Source: an optimization exercise on an open RTL-to-GDS flow (aim: a short achievable clock period and few clock cycles). Production flows keep margins and buffers that such runs may drop.
Function was checked by simulation only, so behaviour that the tests miss may differ from the original.
No activity file was given, so power comes from the tool's default toggle rates.

==> inputs of run a <==
## mips_core
module mips_core (
    input  logic        clk,
    input  logic        rst,
    input  logic [31:0] instr,
    input  logic [31:0] data_rdata,
    output logic [31:0] instr_addr,
    output logic [31:0] data_addr,
    output logic [31:0] data_wdata,
    output logic        data_we
);
    logic [31:0] pc_f, pc_f4;
    assign pc_f4 = pc_f + 32'd4;
    logic        valid_d, pred_d;
    logic [31:0] ir_d, pc_d, pc4_d;
    logic [31:0] rs_oh, rt_oh;           
    logic        valid_e;
    logic [31:0] a_e, b_e, sd_e;        
    logic        fwd_sdl_e;             
    logic        op_add_e, op_sub_e, op_and_e, op_or_e, op_xor_e, op_slt_e;
    logic        we_e, ld_e, st_e, br_e, bne_e, jr_e, pt_e;
    logic [4:0]  wa_e;
    logic [31:0] alt_e;                 
    logic        we_m, ld_m;
    logic [4:0]  wa_m;
    logic [31:0] res_m, sd_m;
    logic        st_m;
    logic [31:0] rf [1:31];
    logic [31:0] wd_m;
    assign wd_m = ld_m ? data_rdata : res_m;
    always_ff @(posedge clk) begin
  ...
export LEC_CHECK = 0
export CAP_MARGIN = 20
export CORE_MARGIN = 2
export CORE_UTILIZATION = 40
export SETUP_SLACK_MARGIN = 0.3
export SLEW_MARGIN = 20
create_clock -name core_clock -period 11.0 [get_ports {clk}]
standard.sh (not shown) runs the stock make flow with config.mk's settings and CLKGATE_MAP_FILE= SYNTH_SCRIPT=/design/flow/synth_recipe.tcl, a recipe that flattens the netlist after the stock synthesis.
==> flow/flow/run.sh <==
#!/bin/bash
set -euo pipefail
cd "$(dirname "$0")/.."
bash standard.sh SETUP_SLACK_MARGIN=7.5 TNS_END_PERCENT=100 finish > standard.log 2>&1
==> run b: changes against run a <==
--- a/flow/design.v
+++ b/flow/design.v
@@ -35,12 +35,39 @@
     localparam logic [3:0] alu_and = 4'd2;
     localparam logic [3:0] alu_or  = 4'd3;
     localparam logic [3:0] alu_xor = 4'd4;
     localparam logic [3:0] alu_slt = 4'd5;
     localparam logic [3:0] alu_lui = 4'd6;
 endpackage
+`timescale 1ns/1ps
+module alu (
+    input  logic [31:0] a,
+    input  logic [31:0] b,
+    input  logic        cin,
+    output logic [31:0] s
+);
+    logic [31:0] g [6];
+    logic [31:0] p [6];
+    always_comb begin
+        p[0] = a ^ b;
+        g[0] = a & b;
+        g[0][0] = (a[0] & b[0]) | ((a[0] ^ b[0]) & cin);
+        for (int l = 0; l < 5; l++) begin
+            for (int i = 0; i < 32; i++) begin
+                if (i >= (1 << l)) begin
+                    g[l+1][i] = g[l][i] | (p[l][i] & g[l][i-(1<<l)]);
+                    p[l+1][i] = p[l][i] & p[l][i-(1<<l)];
+                end else begin
+                    g[l+1][i] = g[l][i];
+                    p[l+1][i] = p[l][i];
+                end
+            end
+        end
+        s = p[0] ^ {g[5][30:0], cin};
+    end
+endmodule
 `timescale 1ns/1ps
 module mips_core (
     input  logic        clk,
     input  logic        rst,
     input  logic [31:0] instr,
     input  logic [31:0] data_rdata,
@@ -117,18 +144,25 @@
         rt_rf = '0;
         for (int i = 1; i < 32; i++) begin
             rs_rf = rs_rf | ({32{rs_oh[i]}} & rf[i]);
             rt_rf = rt_rf | ({32{rt_oh[i]}} & rf[i]);
         end
     end
-    assign rs_val = (we_m && wa_m == rs) ? wd_m : rs_rf;
-    assign rt_val = (we_m && wa_m == rt) ? wd_m : rt_rf;
+    logic m_rs, m_rt;
+    assign m_rs   = we_m && wa_m == rs;
+    assign m_rt   = we_m && wa_m == rt;
+    assign rs_val = (m_rs && !ld_m) ? res_m : rs_rf;
+    assign rt_val = (m_rt && !ld_m) ? res_m : rt_rf;
     logic fwd_a, fwd_b, fwd_s;
     assign fwd_a = valid_e && we_e && !ld_e && wa_e == rs && !d_lui && !d_jal;
     assign fwd_b = valid_e && we_e && !ld_e && wa_e == rt && (d_alu_r || d_beq || d_bne);
     assign fwd_s = valid_e && we_e && !ld_e && wa_e == rt;
+    logic ld_a, ld_b, ld_s;
+    assign ld_a = !fwd_a && m_rs && ld_m && !d_lui && !d_jal;
+    assign ld_b = !fwd_b && m_rt && ld_m && (d_alu_r || d_beq || d_bne);
+    assign ld_s = !fwd_s && m_rt && ld_m;
     logic stall;
     assign stall = valid_d && valid_e && ld_e &&
                    ((d_use_rs && wa_e == rs) || (d_use_rt_alu && wa_e == rt));
     logic [31:0] sext, zext;
     assign sext = {{16{imm[15]}}, imm};
     assign zext = {16'b0, imm};
@@ -144,73 +178,86 @@
     assign e_zero = (a ^ b) == {a[30:0] | b[30:0], 1'b0};
     assign d_take = d_lz ? (d_bne ? !e_zero : e_zero) : d_pt;
     logic        redirect_d;
     logic [31:0] target_d;
     assign redirect_d = valid_d && !stall &&
                         ((!pred_d && (d_j || d_jal || d_jr)) || (d_br && d_take != pred_d));
-    assign target_d   = d_jr ? ras : ((d_j || d_jal) ? jtgt_d : (d_take ? btgt_d : pc4_d));
+    logic [31:0] bres_d;                   
+    assign bres_d     = ({32{d_take}} & btgt_d) | ({32{!d_take}} & pc4_d);
+    assign target_d   = d_jr ? ras : ((d_j || d_jal) ? jtgt_d : bres_d);
     logic [5:0]  f_op, f_fn;
     logic [4:0]  f_rs, f_rt;
     logic [15:0] f_imm;
     assign f_op  = instr[31:26];
     assign f_rs  = instr[25:21];
     assign f_rt  = instr[20:16];
     assign f_fn  = instr[5:0];
     assign f_imm = instr[15:0];
-    logic f_j, f_jal, f_jr, f_beq, f_bne, f_short, f_br, f_pred;
+    logic f_j, f_jal, f_jr, f_pred;
     assign f_j     = f_op == 6'b000010;
     assign f_jal   = f_op == 6'b000011;
     assign f_jr    = f_op == 6'b000000 && f_fn == 6'b001000;
-    assign f_beq   = f_op == 6'b000100;
-    assign f_bne   = f_op == 6'b000101;
-    assign f_short = f_imm[15:5] == {11{f_imm[5]}} && f_imm != 16'd0;
-    assign f_br    = f_short && ((f_beq && f_rs == f_rt) || (f_bne && f_rs != f_rt));
-    assign f_pred  = f_j || f_jal || f_jr || f_br;
-    logic [23:0] f_hi, f_hi_p, f_hi_m;
-    logic [6:0]  f_lo;
-    logic [31:0] f_btgt, target_f;
-    assign f_hi   = pc_f4[31:8];
-    assign f_hi_p = pc_f4[31:8] + 24'd1;
-    assign f_hi_m = pc_f4[31:8] - 24'd1;
-    assign f_lo   = {1'b0, pc_f4[7:2]} + {1'b0, f_imm[5:0]};
-    assign f_btgt = {(f_lo[6] == f_imm[5]) ? f_hi : (f_lo[6] ? f_hi_p : f_hi_m), f_lo[5:0], 2'b00};
+    assign f_pred  = f_j || f_jal || f_jr;
+    logic [31:0] target_f;
     assign target_f = f_jr ? ras :
-                      (f_j || f_jal) ? {pc_f4[31:28], instr[25:0], 2'b00} : f_btgt;
+                      {pc_f4[31:28], instr[25:0], 2'b00};
+    localparam int NBTB = 8;
+    logic [NBTB-1:0] btb_v, btb_hitv;
+    logic [29:0]     btb_tag [NBTB];
+    logic [29:0]     btb_tgt [NBTB];
+    logic [2:0]      btb_ptr;
+    logic            btb_hit, btb_wr;
+    logic [29:0]     btb_target, btb_wr_tag, btb_wr_tgt;
+    always_comb begin
+        btb_target = '0;
+        for (int i = 0; i < NBTB; i++) begin
+            btb_hitv[i] = btb_v[i] && btb_tag[i] == pc_f[31:2];
+            btb_target  = btb_target | ({30{btb_hitv[i]}} & btb_tgt[i]);
+        end
+    end
+    assign btb_hit = |btb_hitv;
     logic [31:0] a, b, sum, dif, res;
     logic        less, eq, taken, redirect_e;
     logic [31:0] target_e;
     assign a = a_e;
     assign b = b_e;
-    assign sum  = a + b;
-    assign dif  = a - b;
+    alu i_add (.a(a), .b(b),  .cin(1'b0), .s(sum));
+    alu i_sub (.a(a), .b(~b), .cin(1'b1), .s(dif));
     assign less = (a[31] != b[31]) ? a[31] : dif[31];
     assign eq   = a == b;
-    assign res = ({32{op_add_e}} & sum) |
+    assign res = op_add_e ? sum :
                  ({32{op_sub_e}} & dif) |
                  ({32{op_and_e}} & (a & b)) |
                  ({32{op_or_e}}  & (a | b)) |
                  ({32{op_xor_e}} & (a ^ b)) |
                  ({32{op_slt_e}} & {31'b0, less});
     assign taken      = bne_e ? !eq : eq;
     assign redirect_e = valid_e && ((br_e && taken != pt_e) || (jr_e && a != alt_e));
     assign target_e   = jr_e ? a : alt_e;
+    logic [31:0] pc_nf;
+    assign pc_nf = redirect_e ? target_e : (stall ? pc_f : (redirect_d ? target_d :
+                   (btb_hit ? {btb_target, 2'b00} : pc_f4)));
     always_ff @(posedge clk) begin
         if (rst) begin
             pc_f    <= '0;
             valid_d <= 1'b0;
             valid_e <= 1'b0;
             we_m    <= 1'b0;
             st_m    <= 1'b0;
             ld_m    <= 1'b0;
             ras     <= '0;
+            btb_v   <= '0;
+            btb_ptr <= '0;
+            btb_wr  <= 1'b0;
         end else begin
-            if (redirect_e)      pc_f <= target_e;
-            else if (stall)      pc_f <= pc_f;
-            else if (redirect_d) pc_f <= target_d;
-            else if (f_pred)     pc_f <= target_f;
-            else                 pc_f <= pc_f4;
+            pc_f <= (f_pred && !redirect_e && !stall && !redirect_d) ? target_f : pc_nf;
+            btb_wr <= redirect_d && d_br && d_take;
+            if (btb_wr) begin
+                btb_v[btb_ptr] <= 1'b1;
+                btb_ptr        <= btb_ptr + 3'd1;
+            end
             if (redirect_e || redirect_d) begin
                 valid_d <= 1'b0;
             end else if (!stall) begin
                 valid_d <= 1'b1;
             end
             if (!redirect_e && !stall && !redirect_d && f_jal) ras <= pc_f4;
@@ -222,25 +269,31 @@
     end
     always_ff @(posedge clk) begin
         if (!stall) begin
             ir_d   <= instr;
             pc_d   <= pc_f;
             pc4_d  <= pc_f4;
-            pred_d <= f_pred;
+            pred_d <= f_pred || btb_hit;
             for (int i = 0; i < 32; i++) begin
                 rs_oh[i] <= f_rs == 5'(i);
                 rt_oh[i] <= f_rt == 5'(i);
             end
         end
-        a_e  <= fwd_a ? res : (d_lui ? 32'd0 : (d_jal ? pc4_d : rs_val));
-        b_e  <= fwd_b ? res :
+        btb_wr_tag <= pc_d[31:2];
+        btb_wr_tgt <= btgt_d[31:2];
+        if (btb_wr) begin
+            btb_tag[btb_ptr] <= btb_wr_tag;
+            btb_tgt[btb_ptr] <= btb_wr_tgt;
+        end
+        a_e  <= ld_a ? data_rdata : fwd_a ? res : (d_lui ? 32'd0 : (d_jal ? pc4_d : rs_val));
+        b_e  <= ld_b ? data_rdata : fwd_b ? res :
                 d_jal ? 32'd0 :
                 d_lui ? {imm, 16'b0} :
                 (d_alu_r || d_beq || d_bne) ? rt_val :
                 (d_andi || d_ori || d_xori) ? zext : sext;
-        sd_e <= fwd_s ? res : rt_val;
+        sd_e <= ld_s ? data_rdata : fwd_s ? res : rt_val;
         fwd_sdl_e <= valid_e && we_e && ld_e && wa_e == rt;
         op_sub_e  <= d_alu_r && fn == 6'b100010;
         op_and_e  <= (d_alu_r && fn == 6'b100100) || d_andi;
         op_or_e   <= (d_alu_r && fn == 6'b100101) || d_ori;
         op_xor_e  <= d_xori;
         op_slt_e  <= (d_alu_r && fn == 6'b101010) || d_slti;
@@ -251,13 +304,13 @@
         ld_e  <= d_lw;
         st_e  <= d_sw;
         br_e  <= d_br;
         bne_e <= d_bne;
         jr_e  <= d_jr;
         pt_e  <= d_take;
-        alt_e <= d_jr ? (pred_d ? pc_f : ras) : (d_take ? pc4_d : btgt_d);
+        alt_e <= d_jr ? (pred_d ? pc_f : ras) : (({32{d_take}} & pc4_d) | ({32{!d_take}} & btgt_d));
         res_m <= res;
         wa_m  <= wa_e;
         sd_m  <= fwd_sdl_e ? data_rdata : sd_e;
     end
     assign instr_addr = pc_f;
     assign data_addr  = res_m;
==> comparison table <==
quantity                                                                               run a                    run b
Run status                                                           complete, no violations  complete, no violations
Number of cells in the design after placement                                           9881                    11800
Share of the core filled with cells                                                    0.495                    0.499
Core box area                                                                     174000 um2               225000 um2
Setup CP Type                                                      primary input to register     register to register
Number of cells on the critical path                                                      22                       18
Via count of the first global-routing pass                                             67600                    80700
Fraction of layout instances using a drive strength above 1                            0.198                    0.201
Simple-Gate Fraction of Synth Area                                                     0.134                    0.122
Critical Path Source Type                                                      primary input                 register
Total power divided by cell area                                                  140 nW/um2               149 nW/um2
Placed Instance Area                                                               74300 um2                96100 um2
Most area-hungry cell class in the final design              multi-input combinational cells                registers
Worst setup slack for register-to-register paths                                     5.67 ns                  7.08 ns
Die boundary height                                                                   422 um                   480 um
Drt initial violations                                                                 15100                    18600
Number of enable flip-flop cells after synthesis                                         127                      637
Testbench counts of run a, summed over its fixed seeds: cycles 22,991.
Testbench counts of run b, summed over its fixed seeds: cycles 23,388.

-- separate check: timing with driven ports --
The flow's constraints put no driver on any port. The routed layouts listed below were extracted and timed again, unchanged, in two steps.
Step 1 sets driving cells, clkbuf_16 on the clock port and buf_2 on the other inputs (assumed; they add their load-dependent delay and slew).
Step 2 times the ports against the registers' clock, not the clock port: input delays grow and output delays shrink by t, the midpoint of the rising clock arrivals with the driver on.
Three values: ideal, step 1, step 2; two values: the first two.
| run | shift t [ns] | setup WS [ns] | worst setup path after step 2 |
|---|---|---|---|
| run a | 0.908 | 5.452 / 5.497 / 4.589 | input to register |
| run b | 0.941 | 7.078 / 7.078 / 6.292 | input to register |
After both steps every run listed still meets setup and hold. For run a, which loses most, drivers alone change the setup slack by +0.045 ns; drivers and shift together by -0.863 ns.
